This design comes from an exercise in tuning for small area, a short achievable clock period and few clock cycles on the open sky130 flow, not from production work.
In this exercise RTL edits were held to simulation tests only and were not proved equivalent to the original.

juniper:
Design chunk_bounds_centroid_reduce, start of the top module:
module chunk_bounds_centroid_reduce #(
   parameter int CHUNK_LEN = cbcr_pkg::CHUNK_LEN_DEF
) (
   input  logic         clock,
   input  logic         reset,
   input  logic         req_tvalid,
   output logic         req_tready,
   input  logic [191:0] req_tdata,
   input  logic         req_tlast,
   output logic         rsp_tvalid,
   input  logic         rsp_tready,
   output logic [375:0] rsp_tdata
);
Size in the first run: roughly 4800 cells after synthesis, roughly 530 flip-flops, ~580 I/O pins, about 44000 µm² of cells after synthesis.
clock: 13.0 ns
lec_check: 0
cap_margin: 20
core_margin: 2
core_utilization: 40
slew_margin: 20
standard.sh (not shown) runs the stock make flow with config.mk's settings and CLKGATE_MAP_FILE= SYNTH_SCRIPT=/design/flow/synth_recipe.tcl, a recipe that flattens the netlist after the stock synthesis.
==> flow/flow/run.sh <==
#!/bin/bash
# The standard layout, except: adders' carry logic starts from the map in
# flow/lcu.v, the port buffers are the smallest buffer cell, and timing
# repair aims for more setup slack.
set -euo pipefail
here=$(pwd)
bash standard.sh "SYNTH_OPERATIONS_ARGS=-extra-map $here/flow/lcu.v" \
   "BUFFER_PORTS_ARGS=-buffer_cell sky130_fd_sc_hd__buf_1" SETUP_SLACK_MARGIN=8 finish > standard.log 2>&1
==> flow/flow/lcu.v <==
(* techmap_celltype = "$lcu" *)
module _80_lcu_sklansky (P, G, CI, CO);
	parameter WIDTH = 2;

	(* force_downto *)
	input [WIDTH-1:0] P, G;
	input CI;

	(* force_downto *)
	output [WIDTH-1:0] CO;

	integer i, j;
	(* force_downto *)
	reg [WIDTH-1:0] p, g;

	wire [1023:0] _TECHMAP_DO_ = "proc; opt -fast";

	always @* begin
		p = P;
		g = G;

		// in almost all cases CI will be constant zero
		g[0] = g[0] | (p[0] & CI);

		for (i = 0; i < $clog2(WIDTH); i = i + 1) begin
			// iterate in reverse so we don't confuse a result from this stage and the previous
			for (j = WIDTH - 1; j >= 0; j = j - 1) begin
				if (j & 2**i) begin
					g[j] = g[j] | p[j] & g[(j & ~(2**i - 1)) - 1];
					p[j] = p[j] & p[(j & ~(2**i - 1)) - 1];
				end
			end
		end
	end

	assign CO = g;
endmodule
juniper reached the final stage; the timing, DRC and antenna checks on its layout passed.
Testbench counts of juniper, summed over its fixed seeds: cycles 79,926.
Inputs modified between juniper and sierra:
# juniper
export LEC_CHECK = 0
export CAP_MARGIN = 20
export CORE_MARGIN = 2
export CORE_UTILIZATION = 40
export SLEW_MARGIN = 20
create_clock -name core_clock -period 13.0 [get_ports {clock}]
# sierra
export LEC_CHECK = 0
export CAP_MARGIN = 20
export CORE_MARGIN = 2
export CORE_UTILIZATION = 40
export CTS_BUF_LIST = sky130_fd_sc_hd__clkbuf_4 sky130_fd_sc_hd__clkbuf_8
export SLEW_MARGIN = 20
export TNS_END_PERCENT = 0
create_clock -name core_clock -period 13.0 [get_ports {clock}]
==> results.txt <==
From juniper to sierra the numbers moved as follows: setup slack increased 0.023 ns; buffers inserted during post-CTS setup optimization decreased about 60%; weighted congestion reported at the end of routability-driven placement decreased about 1%. Going from juniper to sierra, non-clock buffer share of cell area shrinks by 1.1 points. Critical path's slowest cell: sky130_fd_sc_hd__ha_1 -> sierra, sky130_fd_sc_hd__or4_4 -> juniper. juniper reports its end point of the critical path as u_datapath.hi_ff[0][28] while sierra reports u_datapath.hi_ff[1][24]. juniper has a lower maximum resistive drop on vdd than sierra.
diff inputs: sierra => nickel
# sierra
export LEC_CHECK = 0
export CAP_MARGIN = 20
export CORE_MARGIN = 2
export CORE_UTILIZATION = 40
export CTS_BUF_LIST = sky130_fd_sc_hd__clkbuf_4 sky130_fd_sc_hd__clkbuf_8
export SLEW_MARGIN = 20
export TNS_END_PERCENT = 0
create_clock -name core_clock -period 13.0 [get_ports {clock}]
# nickel
export LEC_CHECK = 0
export CAP_MARGIN = 20
export CORE_MARGIN = 2
export CORE_UTILIZATION = 60
export PLACE_DENSITY = 0.8
export SLEW_MARGIN = 20
export TNS_END_PERCENT = 5
create_clock -name core_clock -period 13.0 [get_ports {clock}]
==> results.txt <==
- Diff sierra -> nickel | met2 layer wire length in the routed design | down by a few percent
- Maximum frequency delta (sierra -> nickel): insignificant
- Compared with sierra, nickel shows a higher setup slack.
- Looking at sierra and nickel, the non-clock buffer contribution to total cell area is a wash.
- nickel against sierra: critical path depth now sits lower; cell area -about 1.3%; part of the cycle the worst path needs now sits at about the same level; synthesized area shows no meaningful change.
[inputs] lagoon vs nickel
# nickel
export LEC_CHECK = 0
export CAP_MARGIN = 20
export CORE_MARGIN = 2
export CORE_UTILIZATION = 60
export PLACE_DENSITY = 0.8
export SLEW_MARGIN = 20
export TNS_END_PERCENT = 5
create_clock -name core_clock -period 13.0 [get_ports {clock}]
# lagoon
export LEC_CHECK = 0
export CAP_MARGIN = 20
export CORE_MARGIN = 2
export CORE_UTILIZATION = 40
export SLEW_MARGIN = 20
export TNS_END_PERCENT = 5
create_clock -name core_clock -period 13.0 [get_ports {clock}]
--- outcome ---
- From nickel to lagoon the numbers moved as follows: number of global-route vias before repair lower; critical path depth higher; area growth from synthesis to final layout higher; count of clock-buffer cells in the layout higher; setup slack at placement lower.
- Routability-driven placement congestion ratio (lagoon over nickel): decrease, 3.3%
- Looking at via count normalized by instance count across nickel and lagoon, the one that comes out lower is lagoon.
- From lagoon to nickel, number of detailed-routing iterations run before antenna repair did not move at all.
- Compared with nickel, lagoon shows a lower final critical-path required period.

## re-timing with driven ports
Ports are ideal in the flow. The routed layouts listed here were re-timed in OpenROAD.
Step 1, drivers: a clkbuf_16 drives clock and a buf_2 each remaining input, both assumed.
Step 2 adds t to the input delays and takes it off the output delays; t is the mean of the earliest and latest rising clock arrival at the registers after step 1. Input paths then give back, and output paths get back, about the clock's delay inside the block.
Three values: no drivers, after step 1, after step 2; two values: the first two.
run | shift t [ns] | slack for setup (ns) | worst register clock-pin slew, ns | worst slew at a driven data input, ns
juniper | 0.712 | 7.377 / 7.377 / 7.377 | 0.07 / 0.07 | 0.14
sierra | 0.857 | 7.399 / 7.399 / 6.744 | 0.08 / 0.08 | 0.13
nickel | 0.696 | 7.413 / 7.413 / 6.977 | 0.07 / 0.07 | 0.12
lagoon | 0.716 | 7.446 / 7.446 / 7.003 | 0.07 / 0.07 | 0.14
After both steps every run listed still meets setup and hold. For sierra, which loses most, drivers alone change the setup slack by 0.000 ns; drivers and shift together by -0.655 ns.
